Source: an optimization exercise on an open RTL-to-GDS flow (aim: a short achievable clock period and few clock cycles). Production flows keep margins and buffers that such runs may drop.
Function was checked by simulation only, so behaviour that the tests miss may differ from the original.
No activity file was given, so power comes from the tool's default toggle rates.

==> design.v <==
package rv_isa_pkg;
    localparam int unsigned NUM_REGS = 32;   
    typedef enum logic [6:0] {
        OPC_LOAD   = 7'b0000011,
        OPC_OP_IMM = 7'b0010011,
        OPC_AUIPC  = 7'b0010111,
        OPC_STORE  = 7'b0100011,
        OPC_OP     = 7'b0110011,
        OPC_LUI    = 7'b0110111,
        OPC_BRANCH = 7'b1100011,
        OPC_JALR   = 7'b1100111,
        OPC_JAL    = 7'b1101111,
        OPC_SYSTEM = 7'b1110011
    } opcode_e;
    typedef logic [2:0] funct3_t;
    localparam funct3_t F3_SR = 3'b101;   
    typedef enum logic [3:0] {
        ALU_ADD  = 4'b0000,
        ALU_SLL  = 4'b0001,
        ALU_SLT  = 4'b0010,
        ALU_SLTU = 4'b0011,
        ALU_XOR  = 4'b0100,
        ALU_SRL  = 4'b0101,
        ALU_OR   = 4'b0110,
        ALU_AND  = 4'b0111,
        ALU_SUB  = 4'b1000,
        ALU_SRA  = 4'b1101
    } alu_op_e;
    typedef enum logic [2:0] {
        BR_EQ  = 3'b000,
        BR_NE  = 3'b001,
        BR_LT  = 3'b100,
        BR_GE  = 3'b101,
        BR_LTU = 3'b110,
        BR_GEU = 3'b111
    } branch_cond_e;
endpackage
package rv_pipe_pkg;
    typedef logic [32-1:0] word_t;
    typedef logic [5-1:0] reg_addr_t;
    typedef enum logic {
        FWD_REG = 1'b0,   
        FWD_WB  = 1'b1    
    } fwd_sel_e;
endpackage
module rv_fetch
#(
    parameter logic [32-1:0] RESET_ADDR = 32'h8000_0000
) (
    input  logic        clk,
    input  logic        rst_n,
    input  logic        instr_ready_i,
    input  logic [31:0] instr_data_i,
    input  logic        redirect_i,      
    input  logic [31:2] target_i,        
    output logic [31:0] instr_addr_o,
    output logic        fd_valid_o,
    output logic [31:0] fd_instr_o,
    output logic [31:2] fd_pc_o,
    output logic        fd_pred_o
);
    logic [31:2] pc;
    logic [31:2] pc_inc;
    logic [31:13] pc_hi_dec;
    logic        is_br, pred;
    logic [11:0] lo_sum;
    logic [31:2] pred_target;
    logic [31:2] pc_next;
    assign instr_addr_o = {pc, 2'b00};
    assign pc_inc    = pc + 30'd1;
    assign pc_hi_dec = pc[31:13] - 19'd1;
    assign is_br = (instr_data_i[6:0] == 7'b1100011);
    assign pred  = instr_ready_i && is_br && instr_data_i[31] &&
                   (instr_data_i[14:13] != 2'b01);
    assign lo_sum      = {1'b0, pc[12:2]} + {1'b0, instr_data_i[31], instr_data_i[7],
                                             instr_data_i[30:25], instr_data_i[11:9]};
    assign pred_target = {lo_sum[11] ? pc[31:13] : pc_hi_dec, lo_sum[10:0]};
    always_comb begin
        if (redirect_i)         pc_next = target_i;
        else if (!instr_ready_i) pc_next = pc;
        else if (pred)          pc_next = pred_target;
        else                    pc_next = pc_inc;
    end
    always_ff @(posedge clk or negedge rst_n) begin
        if (!rst_n) begin
            pc         <= RESET_ADDR[31:2];
            fd_valid_o <= 1'b0;
        end else begin
            pc         <= pc_next;
            fd_valid_o <= instr_ready_i && !redirect_i;
        end
    end
    always_ff @(posedge clk) begin
        fd_instr_o <= instr_data_i;
        fd_pc_o    <= pc;
        fd_pred_o  <= pred;
    end
endmodule
module rv_decode
(
    input  logic        clk,
    input  logic        rst_n,
    input  logic        flush_i,
    input  logic        fd_valid_i,
    input  logic [31:0] fd_instr_i,
    input  logic [31:2] fd_pc_i,
    input  logic        fd_pred_i,
    output logic [4:0]  rs1_addr_o,
    output logic [4:0]  rs2_addr_o,
    input  logic [31:0] rs1_data_i,
    input  logic [31:0] rs2_data_i,
    input  logic        ex_wr_i,
    input  logic [4:0]  ex_rd_i,
    output logic        de_valid_o,
    output logic        de_wr_o,         
    output logic [4:0]  de_rd_o,
    output logic        de_unsup_o,
    output logic        de_branch_o,
    output logic        de_pred_o,
    output logic [31:2] de_alt_o,        
    output logic [5:0]  de_bsel_o,       
    output logic        de_sub_o,
    output logic [6:0]  de_rsel_o,       
    output logic        de_and_o,
    output logic        de_sra_o,
    output logic        de_fwda_o,
    output logic        de_fwdb_o,
    output logic [31:0] de_a_o,
    output logic [31:0] de_b_o
);
    logic [6:0]  opcode;
    logic [2:0]  f3;
    logic [4:0]  rd, rs1, rs2;
    logic        b30;
    logic        is_op, is_opimm, is_lui, is_br, use_rs2;
    logic [31:0] imm_i, imm_u;
    logic [31:2] imm_b;
    logic [3:0]  op;
    assign opcode = fd_instr_i[6:0];
    assign rd     = fd_instr_i[11:7];
    assign f3     = fd_instr_i[14:12];
    assign rs2    = fd_instr_i[24:20];
    assign b30    = fd_instr_i[30];
    assign is_op    = (opcode == 7'b0110011);
    assign is_opimm = (opcode == 7'b0010011);
    assign is_lui   = (opcode == 7'b0110111);
    assign is_br    = (opcode == 7'b1100011);
    assign use_rs2  = is_op || is_br;
    assign rs1 = is_lui ? 5'd0 : fd_instr_i[19:15];
    assign rs1_addr_o = rs1;
    assign rs2_addr_o = rs2;
    assign imm_i = {{20{fd_instr_i[31]}}, fd_instr_i[31:20]};
    assign imm_u = {fd_instr_i[31:12], 12'b0};
    assign imm_b = {{19{fd_instr_i[31]}}, fd_instr_i[31], fd_instr_i[7],
                    fd_instr_i[30:25], fd_instr_i[11:9]};
    always_comb begin
        if (is_op)         op = {b30, f3};
        else if (is_opimm) op = {(f3 == 3'b101) && b30, f3};
        else               op = 4'b0000;
        if (op[3] && op[2:0] != 3'b000 && op[2:0] != 3'b101) op = 4'b0000;
    end
    always_ff @(posedge clk or negedge rst_n) begin
        if (!rst_n) begin
            de_valid_o <= 1'b0;
        end else begin
            de_valid_o <= fd_valid_i && !flush_i;
        end
    end
    always_ff @(posedge clk) begin
        de_wr_o     <= (is_op || is_opimm || is_lui) && (rd != 5'd0);
        de_rd_o     <= rd;
        de_unsup_o  <= !(is_op || is_opimm || is_lui || is_br);
        de_branch_o <= is_br;
        de_pred_o   <= fd_pred_i;
        de_alt_o    <= fd_pc_i + (fd_pred_i ? 30'd1 : imm_b);
        de_bsel_o   <= {f3 == 3'b111, f3 == 3'b110, f3 == 3'b101,
                        f3 == 3'b100, f3 == 3'b001, f3 == 3'b000};
        de_sub_o    <= (op == 4'b1000);
        de_rsel_o   <= {op[2:0] == 3'b110, op[2:0] == 3'b100, op[2:0] == 3'b011,
                        op[2:0] == 3'b010, op[2:0] == 3'b101, op[2:0] == 3'b001,
                        op[2:0] == 3'b000};
        de_and_o    <= (op[2:0] == 3'b111);
        de_sra_o    <= op[3];
        de_fwda_o   <= ex_wr_i && (ex_rd_i == rs1);
        de_fwdb_o   <= use_rs2 && ex_wr_i && (ex_rd_i == rs2);
        de_a_o      <= rs1_data_i;
        de_b_o      <= use_rs2 ? rs2_data_i : (is_lui ? imm_u : imm_i);
    end
endmodule
module rv_regfile_wb
(
    input  logic        clk,
    input  logic [4:0]  rs1_addr_i,
    input  logic [4:0]  rs2_addr_i,
    output logic [31:0] rs1_data_o,
    output logic [31:0] rs2_data_o,
    input  logic        wb_valid_i,
    input  logic [4:0]  wb_rd_i,
    input  logic [31:0] wb_data_i
);
    logic [31:0] regs [1:31];
    always_ff @(posedge clk) begin
        if (wb_valid_i) begin
            regs[wb_rd_i] <= wb_data_i;
        end
    end
    assign rs1_data_o = (rs1_addr_i == 5'd0) ? 32'd0 :
                        (wb_valid_i && wb_rd_i == rs1_addr_i) ? wb_data_i : regs[rs1_addr_i];
    assign rs2_data_o = (rs2_addr_i == 5'd0) ? 32'd0 :
                        (wb_valid_i && wb_rd_i == rs2_addr_i) ? wb_data_i : regs[rs2_addr_i];
endmodule
module rv_execute
(
    input  logic        clk,
    input  logic        rst_n,
    input  logic        de_valid_i,
    input  logic        de_wr_i,
    input  logic [4:0]  de_rd_i,
    input  logic        de_unsup_i,
    input  logic        de_branch_i,
    input  logic        de_pred_i,
    input  logic [31:2] de_alt_i,
    input  logic [5:0]  de_bsel_i,
    input  logic        de_sub_i,
    input  logic [6:0]  de_rsel_i,
    input  logic        de_and_i,
    input  logic        de_sra_i,
    input  logic        de_fwda_i,
    input  logic        de_fwdb_i,
    input  logic [31:0] de_a_i,
    input  logic [31:0] de_b_i,
    output logic        redirect_o,
    output logic [31:2] target_o,
    output logic        wb_valid_o,
    output logic [4:0]  wb_rd_o,
    output logic [31:0] wb_data_o,
    output logic        error_o
);
    logic [31:0] fwd_data;    
    logic [31:0] a, b, sum, sll, sr, res;
    logic        lt, ltu, eq, taken;
    assign a = de_fwda_i ? fwd_data : de_a_i;
    assign b = de_fwdb_i ? fwd_data : de_b_i;
    assign sum = de_sub_i ? a - b : a + b;
    assign sll = a << b[4:0];
    assign sr  = 32'($signed({de_sra_i & a[31], a}) >>> b[4:0]);
    assign lt  = $signed(a) < $signed(b);
    assign ltu = a < b;
    assign eq  = (a == b);
    assign res = ({32{de_rsel_i[0]}} & sum) |
                 ({32{de_rsel_i[1]}} & sll) |
                 ({32{de_rsel_i[2]}} & sr) |
                 {31'd0, de_rsel_i[3] & lt} |
                 {31'd0, de_rsel_i[4] & ltu} |
                 ({32{de_rsel_i[5]}} & (a ^ b)) |
                 ({32{de_rsel_i[6]}} & (a | b)) |
                 ({32{de_and_i}} & (a & b));
    assign taken = (de_bsel_i[0] & eq) | (de_bsel_i[1] & !eq) |
                   (de_bsel_i[2] & lt) | (de_bsel_i[3] & !lt) |
                   (de_bsel_i[4] & ltu) | (de_bsel_i[5] & !ltu);
    assign redirect_o = de_valid_i && de_branch_i && (taken != de_pred_i);
    assign target_o   = de_alt_i;
    always_ff @(posedge clk or negedge rst_n) begin
        if (!rst_n) begin
            wb_valid_o <= 1'b0;
            error_o    <= 1'b0;
        end else begin
            wb_valid_o <= de_valid_i && de_wr_i;
            if (de_valid_i && de_unsup_i) error_o <= 1'b1;   
        end
    end
    always_ff @(posedge clk) begin
        fwd_data <= res;
        wb_rd_o  <= de_rd_i;
        if (de_valid_i && de_wr_i) wb_data_o <= res;
    end
endmodule
module rv_core_top
#(
    parameter logic [32-1:0] RESET_ADDR = 32'h8000_0000
) (
    input  logic      clk,
    input  logic      rst_n,
    input  logic      instr_ready_i,
    input  rv_pipe_pkg::word_t     instr_data_i,
    output rv_pipe_pkg::word_t     instr_addr_o,
    output logic      wb_valid_o,
    output rv_pipe_pkg::reg_addr_t wb_rd_o,
    output rv_pipe_pkg::word_t     wb_data_o,
    output logic      error_o
);
    logic        redirect;
    logic [31:2] target;
    logic        fd_valid, fd_pred;
    logic [31:0] fd_instr;
    logic [31:2] fd_pc;
    logic [4:0]  rs1_addr, rs2_addr;
    logic [31:0] rs1_data, rs2_data;
    logic        de_valid, de_wr, de_unsup, de_branch, de_pred, de_sub, de_and, de_sra;
    logic        de_fwda, de_fwdb;
    logic [4:0]  de_rd;
    logic [31:2] de_alt;
    logic [5:0]  de_bsel;
    logic [6:0]  de_rsel;
    logic [31:0] de_a, de_b;
    rv_fetch #(.RESET_ADDR(RESET_ADDR)) u_fetch (
        .clk(clk), .rst_n(rst_n), .instr_ready_i(instr_ready_i), .instr_data_i(instr_data_i),
        .redirect_i(redirect), .target_i(target), .instr_addr_o(instr_addr_o),
        .fd_valid_o(fd_valid), .fd_instr_o(fd_instr), .fd_pc_o(fd_pc), .fd_pred_o(fd_pred)
    );
    rv_decode u_decode (
        .clk(clk), .rst_n(rst_n), .flush_i(redirect),
        .fd_valid_i(fd_valid), .fd_instr_i(fd_instr), .fd_pc_i(fd_pc), .fd_pred_i(fd_pred),
        .rs1_addr_o(rs1_addr), .rs2_addr_o(rs2_addr),
        .rs1_data_i(rs1_data), .rs2_data_i(rs2_data),
        .ex_wr_i(de_valid && de_wr), .ex_rd_i(de_rd),
        .de_valid_o(de_valid), .de_wr_o(de_wr), .de_rd_o(de_rd), .de_unsup_o(de_unsup),
        .de_branch_o(de_branch), .de_pred_o(de_pred), .de_alt_o(de_alt),
        .de_bsel_o(de_bsel), .de_sub_o(de_sub), .de_rsel_o(de_rsel), .de_and_o(de_and),
        .de_sra_o(de_sra), .de_fwda_o(de_fwda), .de_fwdb_o(de_fwdb),
        .de_a_o(de_a), .de_b_o(de_b)
    );
    rv_regfile_wb u_regfile (
        .clk(clk), .rs1_addr_i(rs1_addr), .rs2_addr_i(rs2_addr),
        .rs1_data_o(rs1_data), .rs2_data_o(rs2_data),
        .wb_valid_i(wb_valid_o), .wb_rd_i(wb_rd_o), .wb_data_i(wb_data_o)
    );
    rv_execute u_execute (
        .clk(clk), .rst_n(rst_n),
        .de_valid_i(de_valid), .de_wr_i(de_wr), .de_rd_i(de_rd), .de_unsup_i(de_unsup),
        .de_branch_i(de_branch), .de_pred_i(de_pred), .de_alt_i(de_alt),
        .de_bsel_i(de_bsel), .de_sub_i(de_sub), .de_rsel_i(de_rsel), .de_and_i(de_and),
        .de_sra_i(de_sra), .de_fwda_i(de_fwda), .de_fwdb_i(de_fwdb),
        .de_a_i(de_a), .de_b_i(de_b),
        .redirect_o(redirect), .target_o(target),
        .wb_valid_o(wb_valid_o), .wb_rd_o(wb_rd_o), .wb_data_o(wb_data_o), .error_o(error_o)
    );
endmodule
==> run.sh <==
#!/bin/bash
# synth_recipe.tcl (not shown) runs the flow's synth.tcl, then flattens the netlist and writes it again
# the make line also repeats each setting of config.mk as NAME=value (left out here)
make -C /OpenROAD-flow-scripts/flow DESIGN_CONFIG=/design/flow/config.mk WORK_HOME=/design/flow/orfs CLKGATE_MAP_FILE= SYNTH_SCRIPT=/design/flow/synth_recipe.tcl finish
==> config.mk <==
export PLATFORM = sky130hd
export DESIGN_NAME = rv_core_top
export DESIGN_NICKNAME = rv_core_top
export VERILOG_FILES = /design/flow/design.v
export SDC_FILE = /design/flow/constraint.sdc
export NUM_CORES = 4
export LEC_CHECK = 0
export CAP_MARGIN = 20
export CORE_MARGIN = 2
export CORE_UTILIZATION = 40
export SLEW_MARGIN = 20
==> constraint.sdc <==
create_clock -name core_clock -period 6.5 [get_ports {clk}]
set_input_delay 1.3000 -clock core_clock [delete_from_list [all_inputs] [get_ports {clk}]]
set_output_delay 1.3000 -clock core_clock [all_outputs]
set_load 0.01 [all_outputs]
==> results.txt <==
[cells by family after synthesis]
| family | count (synthesis) | synth area share (%) |
|---|---|---|
| fa+ha+maj | 144 | 2.75 |
| other cells | 1 | 0.00563 |
| simple gates | 1267 | 8.51 |
| compound gates | 1670 | 15.6 |
| flops | 1279 | 54.1 |
| mux | 718 | 14.2 |
| xor+xnor | 98 | 1.29 |
| buf+inv | 612 | 3.64 |
[per-layer routing]
layer	global-route usage, %	wire, um
met1	38.7	98900
met2	43.1	109000
met3	5.79	25300
met4	12.5	11200
met5	0	69
[cells in the final DEF, fill, tap and decap left out, types with 33 or more instances in the layout]
cell / instances
a31oi_1: 121
and3_1: 62
o21ai_0: 353
dfrtp_1: 33
o221ai_1: 123
dfxtp_1: 208
mux4_2: 154
a211oi_1: 131
nor3_1: 84
xnor2_1: 72
edfxtp_1: 1024
a21o_1: 35
nand3_1: 105
ha_1: 140
mux2i_1: 395
o22ai_1: 104
nor2b_1: 49
mux2_2: 135
a21oi_1: 570
clkdlybuf4s50_1: 102
nand2_1: 525
inv_1: 150
nor2_4: 34
clkbuf_16: 148
buf_4: 153
o211ai_1: 42
nor2_1: 286
[metrics by stage]
step | cells | instance area [um^2]
6_report | 8063 | 75100
2_1_floorplan | 5790 | 66600
3_3_place_gp | 7797 | 70500
4_1_cts | 8059 | 75100
3_5_place_dp | 7798 | 70500
5_1_grt | 8060 | 75100
[worst max-delay path: stages (launching register included)]
cell	delay, ps
dfxtp_2	720
mux2_2	460
ha_1	270
fa_1	450
a21oi_1	180
o21bai_1	130
a2111oi_0	790
o41ai_1	300
nand4_1	210
a31oi_1	200
a31o_2	330
a221oi_1	350
mux2i_1	120
a211oi_1	210
o21ai_0	190
[power groups by stage]
stage	Sequential (uW)	Combinational [uW]	Clock, uW
after global placement	9550	3210	0
after floorplan	9380	2200	0
final	9370	3300	8010
after CTS	9370	3240	8110
after global routing	9390	3550	8430
after detailed placement	9540	3220	0
[final cells by class]
cell class / instances / area share (%)
multi-input combinational: 3899 / 38.0
clock buffer: 183 / 5.25
tap: 2189 / 3.64
inverter: 157 / 0.788
antenna: 3 / 0.00999
timing repair buffer: 275 / 3.39
sequential: 1279 / 48.0
clock inverter: 78 / 0.916
[synthesized netlist by cell type (12+ instances only)]
| master | n | area share [%] |
|---|---|---|
| a21o_1 | 35 | 0.39 |
| o21bai_1 | 14 | 0.16 |
| nand2b_1 | 16 | 0.15 |
| buf_2 | 35 | 0.26 |
| nand4_1 | 13 | 0.12 |
| or2_2 | 12 | 0.11 |
| a222oi_1 | 28 | 0.42 |
| mux2i_1 | 400 | 6.0 |
| o211ai_1 | 42 | 0.47 |
| mux2_4 | 29 | 0.65 |
| nor4b_1 | 13 | 0.17 |
| ha_1 | 140 | 2.6 |
| nand3_1 | 106 | 0.80 |
| o21ai_0 | 354 | 2.7 |
| buf_1 | 68 | 0.38 |
| dfxtp_1 | 221 | 6.6 |
| inv_1 | 150 | 0.85 |
| o221ai_1 | 123 | 1.6 |
| nor3_1 | 86 | 0.65 |
| a211oi_1 | 132 | 1.5 |
| a31oi_1 | 121 | 1.1 |
| clkbuf_1 | 338 | 1.9 |
| dfrtp_1 | 33 | 1.2 |
| mux2_2 | 135 | 2.3 |
| o22ai_1 | 104 | 0.98 |
| nand2_1 | 529 | 3.0 |
| mux4_2 | 154 | 5.2 |
| a221oi_1 | 32 | 0.42 |
| a21oi_1 | 570 | 4.3 |
| nor4_1 | 13 | 0.12 |
| and3_1 | 63 | 0.59 |
| xor2_1 | 26 | 0.34 |
| nor2_1 | 321 | 1.8 |
| edfxtp_1 | 1024 | 46 |
| xnor2_1 | 72 | 0.95 |
| o21a_1 | 16 | 0.18 |
| nor2b_1 | 50 | 0.47 |
[flip-flops by register name, indices dropped and copies added, names as in the netlist, 5 cells and up]
register,count
u_decode.de_alt_o,30
u_fetch.fd_pc_o,30
u_execute.fwd_data,32
u_fetch.pc,30
u_decode.de_b_o,32
u_regfile.regs,992
u_fetch.fd_instr_o,32
u_decode.de_rsel_o,7
u_execute.wb_data_o,32
u_decode.de_rd_o,5
u_decode.de_a_o,32
u_decode.de_bsel_o,6
u_execute.wb_rd_o,5
[worst max-delay path by stage]
stage                             startpoint                                end  slack, ps
2_1_floorplan     u_decode.de_fwdb_o$_DFF_P_         u_fetch.pc[12]$_DFFE_PN0P_       1660
3_3_place_gp   u_fetch.fd_instr_o[3]$_DFF_P_      u_decode.de_a_o[1]$_SDFF_PN0_       1170
3_5_place_dp      u_decode.de_fwda_o$_DFF_P_         u_fetch.pc[13]$_DFFE_PN0P_       1380
4_1_cts           u_decode.de_fwda_o$_DFF_P_         u_fetch.pc[14]$_DFFE_PN0P_       1370
5_1_grt           u_decode.de_fwda_o$_DFF_P_  u_execute.wb_data_o[30]$_DFFE_PP_       1130
6_report          u_decode.de_fwda_o$_DFF_P_  u_execute.wb_data_o[30]$_DFFE_PP_       1330
==> results.yml <==
run_status:
  status: "complete, no violations"
routing:
  wire_per_inst_um: 30.4
  vias: 51400
  vias_per_cell: 6.38
  first_iter_violations: 6857
  antenna_left: 0
  dr.pass1.iters: 9
  wl_um: 245000
  post-route-drc-count: 0
power:
  powerDensity_mw_per_mm2: 275
  p_leak_uw: 0.0264
  seq_power_share_pct: 45.3
  swShare_pct: 28.4
  p_total_uw: 20700
  power_frac_comb_pct: 15.9
  switchingPower_uw: 5870
  p_clk_share_pct: 38.7
  irDropWorstVdd_mv: 0.284
  intPower_uw: 14800
clock_tree:
  hold_buffers: 0
  htree_levels: 4
  cts_setup_buffers: 0
  cts_tree: "done"
  cts_root_buf: "clkbuf_16"
  numCtsBuffers: 144
  clk-insertion-delay-late_ps: 810
  ctsResizeCount: 0
  clk_path_buf_depth: 3
  clk_pin_slew_ps: 60
  cts_sinks: 1279
place:
  place_congestion: 0.960
  dp_slack_ps: 1380
  hpwlAfterDp_um: 155000
  io_buffer_count: 103
timing:
  fmax_mhz: 193
  hold_viol: 0
  fin_crit_ps: 5170
  fin_ws_ps: 1330
  fin_skew_ps: 34.3
  min_period_over_period_pct: 79.6
  worst_pin_slew_ps: 1100
  max_slew_margin_pct: 26.2
  rsz0062_at_grt: "false"
  hold_slack_ps: 373
  drv_slew: 0
  setup_viol: 0
  tns_ps: 0
yosys:
  ys_warn_count: 4
  syn_avg_cell_area_um2: 11.5
  yosysSeqAreaShare_pct: 54.1
  synth-edff-count: 1024
  ys.flop_type: "edfxtp_1"
  ys_seq_elements: 1279
  synthArstFlopShare_pct: 2.66
  netlist_area_mm2: 0.0666
  synth_cell_types: 94
  syn_inst: 5789
min_path:
  min_path_type: "reg2reg"
  hold_end: "u_decode.de_rd_o[1]$_DFF_P_"
  hold_start: "u_fetch.fd_instr_o[8]$_DFF_P_"
  holdPathStages: 0
grt:
  gr-total-overflow: 0
  grt_max_degree: 132
  track_usage_pct: 28.2
  antenna_found_initial: 14
  grt_pass1_vias: 49600
  grt_pass1_wl_um: 350000
die:
  die_area_mm2: 0.170
  fp-row-count: 149
  start_util_pct: 40.3
  io_pins: 106
  core_area_mm2: 0.165
  die_w_um: 412
  die_h_um: 412
layout:
  final_util_pct: 45.5
  seq_area_mm2: 0.0361
  areaGrowthSynthToFinish_pct: 12.8
  drive_above_1_share_pct: 14.0
  n_fill_cell: 15100
  nNetsFinal: 5935
  multi_input_area_mm2: 0.0286
job:
  maxCapViolCount: 0
critical_path:
  worst_setup_path_start_kind: "register"
  cp_data_required_time_ps: 7020
  critPathCaptureType: "register"
  crit_type: "reg2reg"
  rr_worst_depth: 14
  critPathMaxFanout: 14
  rrSetupSlack_ps: 1330
  crit_arrival_ps: 5690
  reg2reg_to: "u_execute.wb_data_o[30]$_DFFE_PP_"
  timing.rr.start: "u_decode.de_fwda_o$_DFF_P_"
Testbench counts, summed over its fixed seeds: cycles 22,121.

[afterwards: timing with drivers on the ports]
The flow's constraints put no driver on any port. The routed layout listed below was extracted and timed again, unchanged, in two steps. Step 1 sets driving cells, clkbuf_16 on the clock port and buf_2 on the other inputs (assumed; they add their load-dependent delay and slew). Step 2 moves the port delays by t, midway between the first and last clock arrival at a register: inputs arrive t later, outputs are due t later. That takes back most of the time a late clock gives input paths. a / b / c = ideal / step 1 / step 2; a / b = the first two.
shift t [ns]: 0.876
slack for setup (ns): 1.325 / 1.325 / 1.325
hold slack, ns: 0.373 / 0.373 / 0.373
latest minus earliest clock arrival (ns): 0.038 / 0.038
After both steps setup and hold are still met in this run. For this run, drivers alone change the setup slack by 0.000 ns; drivers and shift together by 0.000 ns.
